From an optimization exercise on the open Yosys and OpenROAD flow, aimed at small area, a short achievable clock period and few clock cycles; shortcuts taken in it are not production practice. Function was checked by simulation only, so behaviour that the tests miss may differ from the original.

Design muldiv_sequencer, start of the top module:
module muldiv_sequencer #(
  parameter int XLEN = 32
) (
  input  logic            clk,
  input  logic            rst,
  input  logic            start,
  input  logic [2:0]      funct3,
  input  logic [XLEN-1:0] rs1_val,
  input  logic [XLEN-1:0] rs2_val,
  input  logic            flush,
  output logic            stall,
  output logic            busy,
  output logic            done,
  output logic [XLEN-1:0] result
);
  logic        st_mul, st_div;             
  logic [3:0]  cnt;                        
  logic        last;                       
  logic        a_sgn;                      
  logic        b_sgn;                      
  logic        bprev;                      
  logic        x_s, x_ns, x_r, use_c, use_lc, inv;  
  logic [31:0] r1;
  logic [31:0] lc;                         
  logic [31:0] r3;
  logic        qinv;                       
  logic [32:0] s, c;
  logic accept;
  assign accept = start & ~flush & ~busy;
  assign stall  = busy | (start & ~flush);
  logic        is_div, f_sgn, dbz, sa, sb, lt, invq;
  logic [31:0] mag_a, mag_b, inv_a, inv_b;
  logic [5:0]  lza, lzb;
  logic [6:0]  sdiff;
  logic [4:0]  nit;
  logic [63:0] norm;
  assign is_div = funct3[2];
  assign f_sgn  = ~funct3[0];
  assign dbz    = (rs2_val == 32'd0);
  assign sa     = f_sgn & rs1_val[31];
  assign sb     = f_sgn & rs2_val[31];
  assign inv_a  = rs1_val ^ {32{sa}};
  assign inv_b  = rs2_val ^ {32{sb}};
  assign mag_a  = inv_a + {31'd0, sa};
  assign mag_b  = inv_b + {31'd0, sb};
  assign invq   = f_sgn & ~funct3[1] & (rs1_val[31] ^ rs2_val[31]);
  function automatic logic [5:0] lzc32(input logic [31:0] v);
    logic [15:0] v1; logic [1:0] c1 [16];
    logic [7:0]  v2; logic [2:0] c2 [8];
    logic [3:0]  v3; logic [3:0] c3 [4];
    logic [1:0]  v4; logic [4:0] c4 [2];
    for (int i = 0; i < 16; i++) begin
      v1[i] = v[2*i+1] | v[2*i];
      c1[i] = v[2*i+1] ? 2'd0 : (v[2*i] ? 2'd1 : 2'd2);
    end
    for (int i = 0; i < 8; i++) begin
      v2[i] = v1[2*i+1] | v1[2*i];
      c2[i] = v1[2*i+1] ? {1'b0, c1[2*i+1]} : 3'(c1[2*i]) + 3'd2;
    end
  ...
Size: ~4,000 cells after synthesis.
==> flow/config.mk <==
export PLATFORM = sky130hd
export DESIGN_NAME = muldiv_sequencer
export DESIGN_NICKNAME = muldiv_sequencer
export VERILOG_FILES = /design/flow/design.v
export SDC_FILE = /design/flow/constraint.sdc
export NUM_CORES = 4
export LEC_CHECK = 0
export CAP_MARGIN = 20
export CORE_MARGIN = 2
export CORE_UTILIZATION = 45
export SETUP_SLACK_MARGIN = 2.8
export SLEW_MARGIN = 20
export TNS_END_PERCENT = 50
==> flow/constraint.sdc <==
create_clock -name core_clock -period 11.0 [get_ports {clk}]
set_input_delay 2.2000 -clock core_clock [delete_from_list [all_inputs] [get_ports {clk}]]
set_output_delay 2.2000 -clock core_clock [all_outputs]
set_load 0.01 [all_outputs]
run.sh (not shown) runs the stock make flow with config.mk's settings and CLKGATE_MAP_FILE= SYNTH_SCRIPT=/design/flow/synth_recipe.tcl, a recipe that flattens the netlist after the stock synthesis.
Testbench counts at the start, summed over its fixed seeds: cycles 12,894.
Rerun with:
- SETUP_SLACK_MARGIN: 2.8 -> 4.3
=> Register-to-register slack gets better by 1.2 ns. Worst setup slack gets better by 1.2 ns. Worst hold slack gets worse by 0.0040 ns.

========
## run A
muldiv_sequencer, a different RTL version from the one above (not shown whole).
Size: roughly 150 flip-flops.
clock: 11.0 ns
lec_check: 0
cap_margin: 20
core_margin: 2
core_utilization: 55
setup_slack_margin: 5
slew_margin: 20
tns_end_percent: 50
Run A: full flow OK, the timing, design-rule and antenna checks passed
Testbench counts of run A, summed over its fixed seeds: cycles 15,340.
Input changes introduced in run B (baseline for comparison: run A):
Settings: clearing TNS_END_PERCENT, which used to be 50; swapping 5 for 3 in SETUP_SLACK_MARGIN.
## What came out
Run B | status: complete | timing, DRC, antenna: pass. Looking at final worst hold slack across both flows, run B is the weaker of the two, with run A ahead. Measured slew at the worst slew-check pin: lower on run B. The post-layout utilization of the core in run B was lower than what run A gave. Run B ends up with a detailed-placement wirelength estimate that is 3100 µm lower than in run A. Between run B and run A, the multi-input combinational area share is higher for run B.

========
== build 26 ==
RTL: one of the versions met above, not the one the previous note started from.
Size in the first run: about 110 I/O pins, ~0.033 mm² of cells after synthesis.
export LEC_CHECK = 0
export CAP_MARGIN = 20
export CORE_MARGIN = 2
export CORE_UTILIZATION = 45
export SETUP_SLACK_MARGIN = 4.3
export SLEW_MARGIN = 20
export TNS_END_PERCENT = 20
create_clock -name core_clock -period 11.0 [get_ports {clk}]
Looking at the reports, build 26 completed the entire flow and the layout it produced met the timing, design-rule and antenna checks.
Testbench counts of build 26, summed over its fixed seeds: cycles 12,894.
Input changes introduced in build 79 (baseline for comparison: build 26):
- SETUP_SLACK_MARGIN now 5, was 4.3
- TNS_END_PERCENT now 50, was 20
--- outcome ---
Build 26: all stages complete, timing, DRC and antenna checks passed. Build 79 was carried through to the last stage, and its layout satisfied the timing, design-rule and antenna checks. Share of the clock period used by the worst path in build 79 is 0.83 points below build 26. Number of global-route vias before repair ends up lower on build 26. Build 79 vs. build 26: number of standard cells in the layout, taps in and fillers out saw an increase, top achievable clock speed shows an increase of 0.0019 GHz, register fraction of the total cell area saw a decrease, post-route cell area higher, clock insertion delay at the later pin of the skew report about even. Sort build 26 and build 79 by setup slack, descending, and build 79 comes first.
--- input diff build 79..build 69 ---
- CORE_UTILIZATION changed from 45 to 50
- SETUP_SLACK_MARGIN changed from 5 to 3.8
--- outcome ---
- r3[23]$_DFF_P_ as the termination of the worst setup path was reported by build 69, and r3[14]$_DFFE_PP_ by build 79.
- Side by side, final area turned out lower in build 69 than in build 79.
- Between build 79 and build 69, count of clock buffers in the final design is higher for build 79, build 69 comes in under that.
- Taking build 79 as the reference, in build 69 via count fell 3,179, worst setup slack fell 0.40 ns.
- On initial standard-cell utilization of the core: build 69 sits above build 79.
- As of build 69, number of buffers other than clock buffers in the final layout had fallen by more than half compared to build 79.
- Build 69: met2 track demand over resource 2.6 points above build 79
- Largest net degree at the start of global routing: build 69 vs build 79 down about 14%
- In build 69, data arrival time at the worst-slack endpoint is higher than in build 79.
What build 56 does differently from build 69 at the input level:
- CORE_UTILIZATION: 50 -> 45
- TNS_END_PERCENT: 50 -> 20
--- outcome ---
Build 56: portion of the clock cycle consumed by the worst path in the final layout is 0.25 points higher than what build 69 reported. Build 56 against build 69: final instance count without filler cells now larger, vias after detailed routing now larger, design area now larger.

========
Setup of north:
muldiv_sequencer again, from the RTL that the note above started with.
Settings: LEC_CHECK=0, CAP_MARGIN=20, CORE_MARGIN=2, CORE_UTILIZATION=45, SETUP_SLACK_MARGIN=3.8, SLEW_MARGIN=20, TNS_END_PERCENT=50; clock period 11.0 ns.
Testbench counts of north, summed over its fixed seeds: cycles 12,894.
Here is what was changed in the inputs of south compared with north.
--- a/flow/config.mk
+++ b/flow/config.mk
@@ -10 +10 @@
-export CORE_UTILIZATION = 45
+export CORE_UTILIZATION = 55
Results
south closes out successfully: all stages finished, all timing, DRC and antenna checks passed. Area of all placed cells without fillers: south vs north down about 2%. Compared with north, in south worst setup slack for register-to-register paths has remained practically unchanged; count of cell instances traversed by the critical path has decreased; via count has increased; maximum number of pins on one net before global-route repair has decreased. The lower number of rows in the core area came out of south.
For east, these inputs were changed with respect to south:
--- a/flow/config.mk
+++ b/flow/config.mk
@@ -10,2 +10,2 @@
-export CORE_UTILIZATION = 55
-export SETUP_SLACK_MARGIN = 3.8
+export CORE_UTILIZATION = 50
+export SETUP_SLACK_MARGIN = 4.0
==> comparison <==
Diff east and south: signed area change from the synthesized netlist to the final layout lower in south. Looking at setup slack, east sits 0.28 ns higher than south does. Post-layout minimum cycle time in east is 0.28 ns below south. First-iteration DRC count came out lower on east than on south. east vs. south: width of the die went up; count of clock-net buffers in the final layout decreased 2; count of cells resized by post-cts repair went up by 107; first-pass GRT wire length fell 1.4%.
Input-level comparison between west and east:
--- a/flow/config.mk
+++ b/flow/config.mk
@@ -10,2 +10,2 @@
-export CORE_UTILIZATION = 50
-export SETUP_SLACK_MARGIN = 4.0
+export CORE_UTILIZATION = 45
+export SETUP_SLACK_MARGIN = 3.3
--- outcome ---
- west ended with every stage complete and zero timing, DRC or antenna violations.
- Comparing east and west, detailed route wirelength on metal2 is higher on east.
- The global-route met2 utilization reported for west is smaller than that of east by 9.0 points.
- Between west and east, it is west whose non-clock buffer count is lower, by 121.
- west: via count of the first global-routing pass is 0.67% lower than what east reported.
- west against east: number of iterations in the first detailed-routing pass went down; initial antenna violation count shows an increase of 1; routability congestion estimate now smaller.
- The transition at the pin with the smallest max-transition slack number comes out higher for west vs east.

-- what the ideal ports hide --
No port has a modelled driver above. Below, the same layouts with a new extraction and two added sets of constraints.
Step 1: set_driving_cell puts a clkbuf_16 on clk and a buf_2 on each other input, an assumption about the parent block.
Step 2 also shifts input and output timing later by t, the mid clock arrival at the registers, as if the neighbouring blocks saw the same clock.
a / b / c = ideal ports / drivers / drivers and shift; a / b = the first two.
| run | t, ns | setup WS [ns] | worst setup path after step 2 |
|---|---|---|---|
| the first run of note 1 | 0.555 | 2.924 / 2.960 / 2.404 | input to register |
| the second run of note 1 | 0.565 | 4.136 / 4.156 / 3.591 | input to register |
| run A | 0.577 | 4.172 / 4.223 / 3.646 | input to register |
| run B | 0.524 | 3.053 / 3.094 / 2.571 | input to register |
| build 26 | 0.550 | 4.100 / 4.113 / 3.563 | input to register |
| build 79 | 0.560 | 4.192 / 4.197 / 3.636 | input to register |
| build 69 | 0.556 | 3.793 / 3.835 / 3.279 | input to register |
| build 56 | 0.567 | 3.766 / 3.805 / 3.239 | input to register |
| north | 0.564 | 3.829 / 3.880 / 3.316 | input to register |
| south | 0.569 | 3.729 / 3.752 / 3.183 | input to register |
| east | 0.570 | 4.004 / 3.996 / 3.474 | input to register |
| west | 0.560 | 3.324 / 3.364 / 2.804 | input to register |
After both steps every run listed still meets setup and hold. The setup slack of build 79, which loses most, moves by +0.005 ns with the drivers and by -0.556 ns with both steps.
